Context: an optimization exercise on an open-source flow, tuned for small area. The choices shown serve that exercise and are no tape-out recipe.
In this exercise RTL edits were held to simulation tests only and were not proved equivalent to the original.
Power and IR drop assume default switching activity.

`flow/config.mk`:
```
export PLATFORM = sky130hd
export DESIGN_NAME = xgmii_crossbar_n
export DESIGN_NICKNAME = xgmii_crossbar_n
export VERILOG_FILES = /design/flow/design.v
export SDC_FILE = /design/flow/constraint.sdc
export NUM_CORES = 4
export LEC_CHECK = 0
export CAP_MARGIN = 20
export CORE_MARGIN = 2
export CORE_UTILIZATION = 35
export PLACE_DENSITY = 0.6
export SLEW_MARGIN = 20
```
`flow/constraint.sdc`:
```
create_clock -name core_clock -period 8.0 [get_ports {clk}]
set_input_delay 1.6000 -clock core_clock [delete_from_list [all_inputs] [get_ports {clk}]]
set_output_delay 1.6000 -clock core_clock [all_outputs]
set_load 0.01 [all_outputs]
```
`flow/design.v`:
```
module xgmii_crossbar_n #(
  parameter int NUM_PORTS = 4,
  parameter int CNT_W     = 16,
  localparam int IDX_W    = (NUM_PORTS > 2) ? $clog2(NUM_PORTS) : 1
) (
  input  logic                         clk,
  input  logic                         reset,
  input  logic [8*NUM_PORTS-1:0]       eth_in_xgmii_ctrl,
  input  logic [64*NUM_PORTS-1:0]      eth_in_xgmii_data,
  input  logic [IDX_W*NUM_PORTS-1:0]   route_map,
  output logic [8*NUM_PORTS-1:0]       eth_out_xgmii_ctrl,
  output logic [64*NUM_PORTS-1:0]      eth_out_xgmii_data,
  output logic [CNT_W*NUM_PORTS-1:0]   drop_cnt,
  output logic [CNT_W*NUM_PORTS-1:0]   err_cnt,
  output logic [NUM_PORTS-1:0]         fwd_state
);
  localparam logic [7:0]  CTRL_ALL  = 8'hFF;
  localparam logic [63:0] IDLE_DATA = 64'h0707070707070707;
  localparam logic [63:0] ERR_DATA  = 64'hFEFEFEFEFEFEFEFE;
  localparam logic IDLE = 1'b0;
  localparam logic FWD  = 1'b1;
  logic [NUM_PORTS-1:0] sof, eof;
  for (genvar i = 0; i < NUM_PORTS; i++) begin : g_delim
    logic [7:0] fd;
    for (genvar k = 0; k < 8; k++) begin : g_lane
      assign fd[k] = eth_in_xgmii_ctrl[8*i+k] && (eth_in_xgmii_data[64*i+8*k +: 8] == 8'hFD);
    end
    assign sof[i] = eth_in_xgmii_ctrl[8*i] && (eth_in_xgmii_data[64*i +: 8] == 8'hFB);
    assign eof[i] = |fd;
  end
  logic [NUM_PORTS-1:0]       state_q;
  logic [IDX_W*NUM_PORTS-1:0] src_q, grant_q;
  logic [NUM_PORTS-1:0] drop_q, drop_d;
  logic [NUM_PORTS-1:0] busy, fresh, granted, lost;
  logic [NUM_PORTS-1:0] found;
  logic [IDX_W*NUM_PORTS-1:0] win;
  for (genvar i = 0; i < NUM_PORTS; i++) begin : g_busy
    logic [NUM_PORTS-1:0] hit;
    for (genvar e = 0; e < NUM_PORTS; e++) begin : g_e
      assign hit[e] = state_q[e] && (src_q[IDX_W*e +: IDX_W] == IDX_W'(i));
    end
    assign busy[i] = |hit;
  end
  assign fresh = sof & ~drop_q;
  for (genvar e = 0; e < NUM_PORTS; e++) begin : g_egress
    logic [NUM_PORTS-1:0] req;
    logic [IDX_W-1:0]     gq, sq, w;
    logic [IDX_W:0]       cand [NUM_PORTS+1];
    logic [NUM_PORTS:0]   fnd;
    logic [IDX_W-1:0]     wsel [NUM_PORTS+1];
    logic                 err_inc;
    logic [7:0]           octrl_q, octrl_d;
    logic [63:0]          odata_q, odata_d;
    logic                 st_d;
    logic [IDX_W-1:0]     src_d, grant_d;
    logic [CNT_W-1:0]     dcnt_q, ecnt_q;
    logic [3:0]           inc [NUM_PORTS+1];
    assign gq = grant_q[IDX_W*e +: IDX_W];
    assign sq = src_q[IDX_W*e +: IDX_W];
    for (genvar i = 0; i < NUM_PORTS; i++) begin : g_req
      assign req[i] = fresh[i] && !busy[i] && (route_map[IDX_W*i +: IDX_W] == IDX_W'(e));
    end
    assign fnd[0]  = 1'b0;
    assign wsel[0] = gq;
    for (genvar k = 1; k <= NUM_PORTS; k++) begin : g_rr
      logic [IDX_W:0] c0;
      logic [IDX_W-1:0] c;
      assign c0 = {1'b0, gq} + (IDX_W+1)'(k);
      assign c  = (c0 >= (IDX_W+1)'(NUM_PORTS)) ? IDX_W'(c0 - (IDX_W+1)'(NUM_PORTS)) : c0[IDX_W-1:0];
      assign fnd[k]  = fnd[k-1] | req[c];
      assign wsel[k] = fnd[k-1] ? wsel[k-1] : c;
    end
    assign found[e] = fnd[NUM_PORTS] && (state_q[e] == IDLE);
    assign w        = wsel[NUM_PORTS];
    assign win[IDX_W*e +: IDX_W] = w;
    always_comb begin
      st_d    = state_q[e];
      src_d   = sq;
      grant_d = gq;
      octrl_d = CTRL_ALL;
      odata_d = IDLE_DATA;
      err_inc = 1'b0;
      if (state_q[e] == IDLE) begin
        if (found[e]) begin
          grant_d = w;
          octrl_d = eth_in_xgmii_ctrl[8*w +: 8];
          odata_d = eth_in_xgmii_data[64*w +: 64];
          if (!eof[w]) begin
            st_d  = FWD;
            src_d = w;
          end
        end
      end else begin
        if (sof[sq]) begin
          odata_d = ERR_DATA;
          err_inc = 1'b1;
          st_d    = IDLE;
        end else begin
          octrl_d = eth_in_xgmii_ctrl[8*sq +: 8];
          odata_d = eth_in_xgmii_data[64*sq +: 64];
          if (eof[sq]) st_d = IDLE;
        end
      end
    end
    assign inc[0] = 4'd0;
    for (genvar i = 0; i < NUM_PORTS; i++) begin : g_inc
      assign inc[i+1] = inc[i] + {3'b000, (lost[i] && (route_map[IDX_W*i +: IDX_W] == IDX_W'(e)))};
    end
    always_ff @(posedge clk or negedge reset) begin
      if (!reset) begin
        state_q[e] <= IDLE;
        src_q[IDX_W*e +: IDX_W]   <= '0;
        grant_q[IDX_W*e +: IDX_W] <= IDX_W'(NUM_PORTS - 1);
        octrl_q <= CTRL_ALL;
        odata_q <= IDLE_DATA;
        dcnt_q  <= '0;
        ecnt_q  <= '0;
      end else begin
        state_q[e] <= st_d;
        src_q[IDX_W*e +: IDX_W]   <= src_d;
        grant_q[IDX_W*e +: IDX_W] <= grant_d;
        octrl_q <= octrl_d;
        odata_q <= odata_d;
        dcnt_q  <= sat_add(dcnt_q, inc[NUM_PORTS]);
        ecnt_q  <= sat_add(ecnt_q, {3'b000, err_inc});
      end
    end
    assign eth_out_xgmii_ctrl[8*e +: 8]   = octrl_q;
    assign eth_out_xgmii_data[64*e +: 64] = odata_q;
    assign drop_cnt[CNT_W*e +: CNT_W]     = dcnt_q;
    assign err_cnt[CNT_W*e +: CNT_W]      = ecnt_q;
    assign fwd_state[e] = (state_q[e] == FWD);
  end
  for (genvar i = 0; i < NUM_PORTS; i++) begin : g_grant
    logic [NUM_PORTS-1:0] hit;
    for (genvar e = 0; e < NUM_PORTS; e++) begin : g_e
      assign hit[e] = found[e] && (win[IDX_W*e +: IDX_W] == IDX_W'(i));
    end
    assign granted[i] = |hit;
  end
  assign lost   = fresh & ~granted;
  assign drop_d = (drop_q | lost) & ~eof;
  always_ff @(posedge clk or negedge reset) begin
    if (!reset) drop_q <= '0;
    else        drop_q <= drop_d;
  end
  function automatic logic [CNT_W-1:0] sat_add(input logic [CNT_W-1:0] a,
                                               input logic [3:0] b);
    logic [CNT_W:0] sum;
    sum = {1'b0, a} + {{(CNT_W-3){1'b0}}, b};
    sat_add = sum[CNT_W] ? {CNT_W{1'b1}} : sum[CNT_W-1:0];
  endfunction
endmodule
```
`flow/run.sh`:
```
#!/bin/bash
# synth_recipe.tcl (not shown) runs the flow's synth.tcl, then flattens the netlist and writes it again
# the make line also repeats each setting of config.mk as NAME=value (left out here)
make -C /OpenROAD-flow-scripts/flow DESIGN_CONFIG=/design/flow/config.mk WORK_HOME=/design/flow/orfs CLKGATE_MAP_FILE= SYNTH_SCRIPT=/design/flow/synth_recipe.tcl finish
```
==> results.cfg <==
[setup_path]
endpoint_kind = register
reg2reg_from = src_q[2]
worstSetupPathType = input port to register
arrival_ps = 7650
crit_chain = clkdlybuf4s50_1 > nand3_1 > or4_1 > nor2_1 > a21oi_1 > o31a_2 > a32oi_1 > and4b_1 > nand3_1 > fa_1 > inv_1 > fa_1 > fa_1 > and3_1 > and3_1 > and3_1 > inv_1 > nor2_1 > nand3_1 > or2_2 > o21ai_0
slowest_stage = or4_1
crit_buf_inv = 3
cp_max_fo = 13
slowest_delay_ps = 650
reg2regPathDepth = 20
worst_path_dominant_cell_family = simple AND/OR/NAND/NOR gates
worstPathRequired_ps = 8540
worstSetupPathDepth = 21
rrSetupSlack_ps = 1720
cp-startpoint = eth_in_xgmii_ctrl[8]
worst_r2r_endpoint = g_egress[3].dcnt_q[5]
cp-start-kind = input port
critical_path.endpoint = g_egress[3].dcnt_q[5]

[synth]
syn_nets = 3640
yosysWarningCount = 9
ys_ff_latch = 440
synth.yosys.seq_area_share_pct = 31.9
syn_inst = 3318
synth-async-reset-ratio_pct = 100
synth_edf_count = 0
synth.distinct_cells = 79
synth_flop_cell = dfrtp_1
syn_area_um2 = 35000
avgSynthCellArea_um2 = 10.6

[pwr]
ir_drop_v = 0.000148
p_leak_nw = 19.0
powerDensity_nw_per_um2 = 146
finalPower_mw = 6.63

[floorplanning]
start_util_pct = 35.2
ios = 718
rows = 116
fp.dieW_um = 320
core-area_um2 = 99600
die_y_um = 320
dieArea_um2 = 103000

[global_route]
grt_overflow = 0
track_usage_pct = 33.0
grt_pass1_wl_mm = 247
grt_pass1_vias = 32600
antenna_found_initial = 45
grt_max_degree = 128

[sta]
worst_pin_slew_ps = 1130
hold_ws_ps = 541
slew_headroom_pct = 22.7
hold_viol = 0
skew_ps = 49.3
fin_setup_tns_ps = 0
drv_slew = 0
rsz0062_at_grt = false
setup_viol = 0
fmax_mhz = 141
post-route-min-period_ps = 7110
final_min_period_over_clock_period_pct = 88.9

[placed_design]
io_buffers = 717
place.gp.congestion = 0.970
dp_hpwl_mm = 124

[detailed_routing]
dr.pass1.iters = 5
drtAntennaViolNets = 0
vias = 32900
wl_per_cell_um = 33.1
drc = 0
routed_wirelength_mm = 173
drtIter0Drc = 3296
vias_per_cell = 6.30

[run_status]
status = finished clean

[job]
maxCapViolCount = 0

[cts]
cts_buffers = 57
worstSkewPairLatency_ps = 710
hold_buffers = 0
htreeDepth = 2
cts_resized = 0
cts_root_buffer = clkbuf_16
ctsLongestPathBuffers = 3
cts_tree = built
cts_sinks = 440
clk_pin_slew_ps = 60
post-cts-setup-buffers = 0

[layout]
fin_util_pct = 45.5
area_delta_synth_final_pct = 29.3
fin_nets = 4185
layout-drive-gt1-share_pct = 21.1
layout.cells.most_common_list = 716 x clkdlybuf4s50_1, 436 x mux2i_1, 302 x nand2_1
layout_commonest_cell = clkdlybuf4s50_1

[hold_path]
worstHoldPathType = register to register
cell families after synthesis:
kind of cell,count (synthesis),synth area share (%)
AND/OR/NAND/NOR,888,13.0
XOR/XNOR,71,1.78
AO/OA/AOI/OAI,638,11.4
multiplexers,878,36.2
adder cells (fa/ha/maj),24,1.11
buffers and inverters,379,4.60
flip-flops,440,31.9
synthesized netlist by cell type, types with 35 or more instances:
| library cell | n | area [um^2] |
|---|---|---|
| o21ai_0 | 225 | 1130 |
| o21ai_1 | 69 | 345 |
| o22a_1 | 43 | 377 |
| clkbuf_1 | 202 | 758 |
| buf_1 | 40 | 150 |
| a211oi_1 | 37 | 278 |
| nand2b_1 | 50 | 313 |
| nand2_1 | 303 | 1140 |
| dfstp_2 | 136 | 3570 |
| mux2i_1 | 436 | 4360 |
| dfrtp_1 | 304 | 7610 |
| nand3_1 | 93 | 465 |
| and3_1 | 73 | 457 |
| buf_2 | 49 | 245 |
| mux4_2 | 296 | 6670 |
| xnor2_1 | 36 | 315 |
| xor2_1 | 35 | 307 |
| nor2_1 | 91 | 342 |
| mux2_2 | 144 | 1620 |
| nand4_1 | 58 | 363 |
| a21oi_1 | 64 | 320 |
| and2_1 | 47 | 294 |
| inv_1 | 61 | 229 |
| o31ai_1 | 38 | 285 |
power by group:
group          switching [mW]  internal (mW)
logic                   0.746          0.672
clock network            1.15           1.65
registers              0.0877           2.32
final cells by class:
class	count	area [um^2]
well taps	1298	1620
clock inverters	33	410
clock buffers	74	1580
repair buffers	804	7880
multi-input cells	2499	22300
flip-flops and latches	440	11200
diodes	13	32.5
fillers	9459	54300
inverters	61	229
through the flow:
step | area (um^2) | std cells | setup slack, ps
3_5_place_dp | 43200 | 5101 | 216
5_1_grt | 45200 | 5214 | 493
3_3_place_gp | 43200 | 5101 | 287
4_1_cts | 45200 | 5208 | 921
6_report | 45300 | 5222 | 886
2_1_floorplan | 35000 | 3318 | 1290
worst min path at each step:
stage / from / end / slack (ps) / depth (start not counted)
2_1_floorplan: drop_q[2] / drop_q[2] / 480 / 2
3_3_place_gp: g_egress[3].ecnt_q[6] / g_egress[3].ecnt_q[6] / 520 / 2
3_5_place_dp: g_egress[3].ecnt_q[6] / g_egress[3].ecnt_q[6] / 520 / 2
4_1_cts: g_egress[3].ecnt_q[6] / g_egress[3].ecnt_q[6] / 540 / 2
5_1_grt: g_egress[2].dcnt_q[9] / g_egress[2].dcnt_q[9] / 570 / 2
6_report: g_egress[3].ecnt_q[6] / g_egress[3].ecnt_q[6] / 540 / 2
flip-flops by register name (all words and copies together), names as in the netlist:
name	flops
grant_q	8
state_q	4
g_egress.odata_q	256
src_q	8
g_egress.dcnt_q	64
drop_q	4
g_egress.octrl_q	32
g_egress.ecnt_q	64
routing by layer:
metal / GRT usage, % / wire length (um) / vias to the layer above / share of wire (%)
li1: - / - / 13700 / -
met1: 39.8 / 64400 / 16800 / 37
met2: 53.2 / 80800 / 1854 / 47
met3: 10.8 / 18200 / 412 / 11
met4: 15.4 / 9020 / 68 / 5.2
met5: 0 / 441 / - / 0.26
worst register-to-register path, stage by stage (launching register included):
cell     delay [ps]
dfrtp_4         790
and3b_1         440
or4_1           520
nor2_1          290
a21oi_1         120
o31a_2          390
a32oi_1         270
and4b_1         420
nand3_1         160
fa_1            530
inv_1            50
fa_1            410
fa_1            450
and3_1          220
and3_1          200
and3_1          220
inv_1            80
nor2_1           70
nand3_1         120
or2_2           270
o21ai_0         130

-- port drivers added, routing unchanged --
In the flow no input, the clock included, has a driving cell. The finished layout below was timed again as built, in two steps. Step 1 sets driving cells, clkbuf_16 on the clock port and buf_2 on the other inputs (assumed; they add their load-dependent delay and slew). Step 2 also shifts input and output timing later by t, the mid clock arrival at the registers, as if the neighbouring blocks saw the same clock. a / b / c = ideal ports / drivers / drivers and shift; a / b = the first two.
shift t [ns]: 0.750
setup slack, ns: 0.886 / 0.888 / 0.138
clock arrival spread, ns: 0.050 / 0.050
After both steps this run still meets setup and hold. For this run, drivers alone change the setup slack by +0.002 ns; drivers and shift together by -0.748 ns.
